From an optimization exercise on the open Yosys and OpenROAD flow, aimed at small area, a short achievable clock period and few clock cycles; shortcuts taken in it are not production practice.
Function was checked by simulation only, so behaviour that the tests miss may differ from the original.
The flow treats the clock pin as an ideal source, which a real chip does not have.

exp/umber:
## axis_cmult
module axis_cmult
#(
  parameter int IN_WIDTH  = 16,
  parameter int OUT_WIDTH = 16,
  parameter int SHIFT     = 15,
  parameter int ROUND     = 1
) (
  input  logic                     aclk,
  input  logic                     areset,
  input  logic [2*IN_WIDTH-1:0]    s_axis_a_tdata,
  input  logic                     s_axis_a_tvalid,
  output logic                     s_axis_a_tready,
  input  logic                     s_axis_a_tlast,
  input  logic [2*IN_WIDTH-1:0]    s_axis_b_tdata,
  input  logic                     s_axis_b_tvalid,
  output logic                     s_axis_b_tready,
  input  logic                     conj_b,
  output logic [2*OUT_WIDTH-1:0]   m_axis_tdata,
  output logic                     m_axis_tvalid,
  input  logic                     m_axis_tready,
  output logic                     m_axis_tlast,
  output logic                     ovf_sticky,
  input  logic                     ovf_clr
);
For scale: roughly 2900 cells after synthesis, about 220 flip-flops, ~110 I/O pins.
export LEC_CHECK = 0
export ABC_AREA = 1
export CAP_MARGIN = 20
export CORE_MARGIN = 2
export CORE_UTILIZATION = 40
export SETUP_SLACK_MARGIN = 4.25
export SLEW_MARGIN = 20
export SYNTH_HIERARCHICAL = 1
create_clock -name core_clock -period 8.5 [get_ports {aclk}]
standard.sh (not shown) runs the stock make flow with config.mk's settings and CLKGATE_MAP_FILE= SYNTH_SCRIPT=/design/flow/synth_recipe.tcl, a recipe that flattens the netlist after the stock synthesis.
==> flow/flow/run.sh <==
#!/bin/bash
# Own layout flow: the standard ORFS flow (standard.sh, standard synthesis unchanged)
# with extra ORFS make variables appended to its make command line.
set -euo pipefail
EXTRA=$(cat flow/extra_vars.txt)
sed "s|\"\${@:-finish}\"|$EXTRA \"\${@:-finish}\"|" standard.sh > my_standard.sh
bash my_standard.sh > flow_make.log 2>&1
==> flow/flow/extra_vars.txt <==
BUFFER_PORTS_ARGS="-buffer_cell sky130_fd_sc_hd__buf_1"
Testbench counts of exp/umber, summed over its fixed seeds: cycles 24,024.
Relative to exp/umber, the following input files were edited for exp/raven:
# exp/umber
export LEC_CHECK = 0
export ABC_AREA = 1
export CAP_MARGIN = 20
export CORE_MARGIN = 2
export CORE_UTILIZATION = 40
export SETUP_SLACK_MARGIN = 4.25
export SLEW_MARGIN = 20
export SYNTH_HIERARCHICAL = 1
create_clock -name core_clock -period 8.5 [get_ports {aclk}]
# exp/raven
export LEC_CHECK = 0
export CAP_MARGIN = 20
export CORE_MARGIN = 2
export CORE_UTILIZATION = 40
export SETUP_SLACK_MARGIN = 4.25
export SLEW_MARGIN = 20
export SYNTH_HIERARCHICAL = 1
create_clock -name core_clock -period 8.5 [get_ports {aclk}]
==> flow/flow/extra_vars.txt <==
BUFFER_PORTS_ARGS="-buffer_cell sky130_fd_sc_hd__buf_1" MATCH_CELL_FOOTPRINT=0
Results
- Min detailed route wirelength on metal2 across exp/raven and exp/umber: exp/raven
- exp/raven: synthesized area lower than exp/umber
- Via count of the first global-routing pass, exp/raven vs exp/umber: down slightly
- There was hardly any difference in worst hold slack between exp/raven and exp/umber.
Input-level comparison between exp/fjord and exp/raven:
# exp/raven
export LEC_CHECK = 0
export CAP_MARGIN = 20
export CORE_MARGIN = 2
export CORE_UTILIZATION = 40
export SETUP_SLACK_MARGIN = 4.25
export SLEW_MARGIN = 20
export SYNTH_HIERARCHICAL = 1
create_clock -name core_clock -period 8.5 [get_ports {aclk}]
# exp/fjord
export LEC_CHECK = 0
export CAP_MARGIN = 20
export CORE_MARGIN = 2
export CORE_UTILIZATION = 40
export SETUP_SLACK_MARGIN = 4.3
export SLEW_MARGIN = 20
export SYNTH_HIERARCHICAL = 1
create_clock -name core_clock -period 8.5 [get_ports {aclk}]
==> flow/flow/run.sh <==
#!/bin/bash
set -euo pipefail
EXTRA=$(cat flow/extra_vars.txt)
sed "s|\"\${@:-finish}\"|$EXTRA \"\${@:-finish}\"|" standard.sh > my_standard.sh
bash my_standard.sh cts > flow_make_cts.log 2>&1
export SKEW_RES=$PWD/orfs/results/sky130hd/axis_cmult/base
openroad -no_init -exit flow/skew.tcl > flow_skew.log 2>&1
bash my_standard.sh > flow_make.log 2>&1
==> flow/flow/extra_vars.txt <==
BUFFER_PORTS_ARGS="-buffer_cell sky130_fd_sc_hd__buf_1"
==> flow/flow/skew.tcl (new file) <==
# Insert one clock buffer in front of the clock pins of the stage-2 (carry-save) registers.
set res $::env(SKEW_RES)
set plat $::env(FLOW_HOME)/platforms/sky130hd
read_liberty $plat/lib/sky130_fd_sc_hd__tt_025C_1v80.lib
read_db $res/4_cts.odb
read_sdc $res/4_cts.sdc
source $plat/setRC.tcl
set block [ord::get_db_block]
set groups [dict create]
foreach inst [$block getInsts] {
  set n [$inst getName]
  if {[string match "re_q*" $n] || [string match "im_q*" $n] || [string match "re_cin*" $n] || [string match "im_cin*" $n]} {
    set it [$inst findITerm CLK]
    set net [$it getNet]
    dict lappend groups [$net getName] $n
  }
}
set i 0
dict for {netname insts} $groups {
  set pins {}
  set sx 0; set sy 0
  foreach n $insts {
    lappend pins [get_pins -of_objects [get_cells $n] -filter "name == CLK"]
    set loc [[$block findInst $n] getLocation]
    set sx [expr {$sx + [lindex $loc 0]}]
    set sy [expr {$sy + [lindex $loc 1]}]
  }
  set k [llength $insts]
  set dbu [$block getDbUnitsPerMicron]
  set x [expr {double($sx) / $k / $dbu}]
  set y [expr {double($sy) / $k / $dbu}]
  puts "net $netname: $k sinks -> skewbuf_$i at $x $y"
  insert_buffer -buffer_cell sky130_fd_sc_hd__clkbuf_8 -net [get_nets $netname] -load_pins $pins \
    -location [list $x $y] -buffer_name skewbuf_$i -net_name skewnet_$i
  incr i
}
puts "inserted $i clock buffers"
global_connect
detailed_placement
check_placement -verbose
set_propagated_clock [all_clocks]
estimate_parasitics -placement
report_worst_slack -max
report_worst_slack -min
write_db $res/4_cts.odb
--- outcome ---
exp/fjord vs exp/raven: required time of the worst setup path up
Compared exp/fjord vs exp/raven, and worst setup slack after layout is up in exp/fjord.
NOTE: fmax in exp/fjord exceeds that of exp/raven
From exp/fjord to exp/raven, critical path depth did not move at all.
The biggest cell delay along the critical path number comes out lower for exp/fjord vs exp/raven.
### exp/fjord -> exp/pepper
# exp/fjord
export LEC_CHECK = 0
export CAP_MARGIN = 20
export CORE_MARGIN = 2
export CORE_UTILIZATION = 40
export SETUP_SLACK_MARGIN = 4.3
export SLEW_MARGIN = 20
export SYNTH_HIERARCHICAL = 1
create_clock -name core_clock -period 8.5 [get_ports {aclk}]
# exp/pepper
export LEC_CHECK = 0
export CAP_MARGIN = 20
export CORE_MARGIN = 2
export CORE_UTILIZATION = 40
export SETUP_SLACK_MARGIN = 4.15
export SLEW_MARGIN = 20
export SYNTH_HIERARCHICAL = 1
create_clock -name core_clock -period 8.5 [get_ports {aclk}]
==> flow/flow/run.sh <==
#!/bin/bash
# Own layout flow: the standard ORFS flow (standard.sh, standard synthesis unchanged)
# with extra ORFS make variables appended to its make command line.
set -euo pipefail
EXTRA=$(cat flow/extra_vars.txt)
sed "s|\"\${@:-finish}\"|$EXTRA \"\${@:-finish}\"|" standard.sh > my_standard.sh
bash my_standard.sh > flow_make.log 2>&1
removed: flow/flow/skew.tcl
[summary]
- exp/pepper completed; timing, DRC and antenna clean
- The clock latency on the worst-skew pair reported for exp/pepper is smaller than that of exp/fjord by 0.12 ns.
- Re post-CTS setup repair buffer count: exp/pepper is 6 down on exp/fjord.
- Buffer share of cell area: exp/pepper vs exp/fjord down 0.37 points
- Against exp/fjord, exp/pepper comes in 0.20 ns lower on register-to-register path setup slack.
- exp/fjord has a lower share of the cycle needed by the critical path after routing than exp/pepper.
- Cmp exp/pepper vs exp/fjord: arrival time of data at the critical path endpoint higher in exp/pepper
- Pin count of the biggest net entering global routing shrinks slightly when moving from exp/fjord to exp/pepper.
Relative to exp/pepper, the following input files were edited for exp/ember:
# exp/pepper
export LEC_CHECK = 0
export CAP_MARGIN = 20
export CORE_MARGIN = 2
export CORE_UTILIZATION = 40
export SETUP_SLACK_MARGIN = 4.15
export SLEW_MARGIN = 20
export SYNTH_HIERARCHICAL = 1
create_clock -name core_clock -period 8.5 [get_ports {aclk}]
# exp/ember
export LEC_CHECK = 0
export CAP_MARGIN = 20
export CORE_MARGIN = 2
export CORE_UTILIZATION = 40
export SETUP_SLACK_MARGIN = 4.4
export SLEW_MARGIN = 20
export SYNTH_HIERARCHICAL = 1
create_clock -name core_clock -period 8.5 [get_ports {aclk}]
==> flow/flow/run.sh <==
#!/bin/bash
set -euo pipefail
EXTRA=$(cat flow/extra_vars.txt)
sed "s|\"\${@:-finish}\"|$EXTRA \"\${@:-finish}\"|" standard.sh > my_standard.sh
bash my_standard.sh cts > flow_make_cts.log 2>&1
export SKEW_RES=$PWD/orfs/results/sky130hd/axis_cmult/base
openroad -no_init -exit flow/skew.tcl > flow_skew.log 2>&1
bash my_standard.sh > flow_make.log 2>&1
==> flow/flow/skew.tcl (new file) <==
# Insert one clock buffer in front of the clock pins of the stage-2 (carry-save) registers.
set res $::env(SKEW_RES)
set plat $::env(FLOW_HOME)/platforms/sky130hd
read_liberty $plat/lib/sky130_fd_sc_hd__tt_025C_1v80.lib
read_db $res/4_cts.odb
read_sdc $res/4_cts.sdc
source $plat/setRC.tcl
set block [ord::get_db_block]
set groups [dict create]
foreach inst [$block getInsts] {
  set n [$inst getName]
  if {[string match "re_q*" $n] || [string match "im_q*" $n] || [string match "re_cin*" $n] || [string match "im_cin*" $n]} {
    set it [$inst findITerm CLK]
    set net [$it getNet]
    dict lappend groups [$net getName] $n
  }
}
set i 0
dict for {netname insts} $groups {
  set pins {}
  set sx 0; set sy 0
  foreach n $insts {
    lappend pins [get_pins -of_objects [get_cells $n] -filter "name == CLK"]
    set loc [[$block findInst $n] getLocation]
    set sx [expr {$sx + [lindex $loc 0]}]
    set sy [expr {$sy + [lindex $loc 1]}]
  }
  set k [llength $insts]
  set dbu [$block getDbUnitsPerMicron]
  set x [expr {double($sx) / $k / $dbu}]
  set y [expr {double($sy) / $k / $dbu}]
  puts "net $netname: $k sinks -> skewbuf_$i at $x $y"
  insert_buffer -buffer_cell sky130_fd_sc_hd__clkbuf_8 -net [get_nets $netname] -load_pins $pins \
    -location [list $x $y] -buffer_name skewbuf_$i -net_name skewnet_$i
  incr i
}
puts "inserted $i clock buffers"
global_connect
detailed_placement
check_placement -verbose
set_propagated_clock [all_clocks]
estimate_parasitics -placement
report_worst_slack -max
report_worst_slack -min
write_db $res/4_cts.odb
Results
Number of clock-tree buffers in the layout in exp/ember is 21 above exp/pepper.
Layout cell share with drive strength beyond 1 on exp/ember is up relative to exp/pepper.
Taking exp/pepper as the reference, in exp/ember finished layout cell area went up; number of nets in the layout went up.
exp/ember: final cell count without fillers 46 above exp/pepper
What exp/indigo does differently from exp/ember at the input level:
# exp/ember
export LEC_CHECK = 0
export CAP_MARGIN = 20
export CORE_MARGIN = 2
export CORE_UTILIZATION = 40
export SETUP_SLACK_MARGIN = 4.4
export SLEW_MARGIN = 20
export SYNTH_HIERARCHICAL = 1
create_clock -name core_clock -period 8.5 [get_ports {aclk}]
# exp/indigo
export LEC_CHECK = 0
export CAP_MARGIN = 20
export CORE_MARGIN = 2
export CORE_UTILIZATION = 40
export SETUP_SLACK_MARGIN = 4.25
export SLEW_MARGIN = 20
export SYNTH_HIERARCHICAL = 1
create_clock -name core_clock -period 8.5 [get_ports {aclk}]
==> flow/flow/run.sh <==
#!/bin/bash
# Own layout flow: the standard ORFS flow (standard.sh, standard synthesis unchanged)
# with extra ORFS make variables appended to its make command line.
set -euo pipefail
EXTRA=$(cat flow/extra_vars.txt)
sed "s|\"\${@:-finish}\"|$EXTRA \"\${@:-finish}\"|" standard.sh > my_standard.sh
bash my_standard.sh > flow_make.log 2>&1
removed: flow/flow/skew.tcl
Results
In the route summary, exp/indigo ends up with a via count below that of exp/ember.
Final critical path time including I/O delays and setup: exp/indigo > exp/ember
Final cycle utilization of the critical path came out higher on exp/indigo than on exp/ember.
Area added between synthesis and finish was lower in the run labelled exp/indigo.
exp/ember → exp/indigo: setup slack shows a reduction of 0.17 ns, detailed-route wire length lost about 2%.
The core of exp/indigo is less densely filled than that of exp/ember.
Delta (exp/indigo minus exp/ember): number of gates resized after CTS fell 80%; final routed wire length divided by cell count fell 0.20 um.

[re-timing with driven ports]
The results above use ideal ports. As a check the final layouts listed here were re-extracted and re-timed, cells and wires unchanged. Step 1: set_driving_cell puts a clkbuf_16 on aclk and a buf_2 on each other input, an assumption about the parent block. Step 2 moves the port delays by t, midway between the first and last clock arrival at a register: inputs arrive t later, outputs are due t later. That takes back most of the time a late clock gives input paths. a / b / c = ideal ports / drivers / drivers and shift; a / b = the first two.
| run | shift t [ns] | setup WS [ns] | clock arrival spread, ns | slew at the worst register clock pin (ns) |
|---|---|---|---|---|
| exp/umber | 0.644 | 4.212 / 4.212 / 4.212 | 0.024 / 0.024 | 0.08 / 0.08 |
| exp/raven | 0.661 | 4.312 / 4.312 / 4.312 | 0.035 / 0.035 | 0.07 / 0.07 |
| exp/fjord | 0.706 | 4.408 / 4.408 / 4.408 | 0.156 / 0.157 | 0.08 / 0.08 |
| exp/pepper | 0.652 | 4.213 / 4.213 / 4.213 | 0.018 / 0.018 | 0.07 / 0.07 |
| exp/ember | 0.709 | 4.487 / 4.487 / 4.487 | 0.172 / 0.172 | 0.07 / 0.07 |
| exp/indigo | 0.651 | 4.317 / 4.317 / 4.317 | 0.016 / 0.017 | 0.07 / 0.07 |
After both steps every run listed still meets setup and hold.
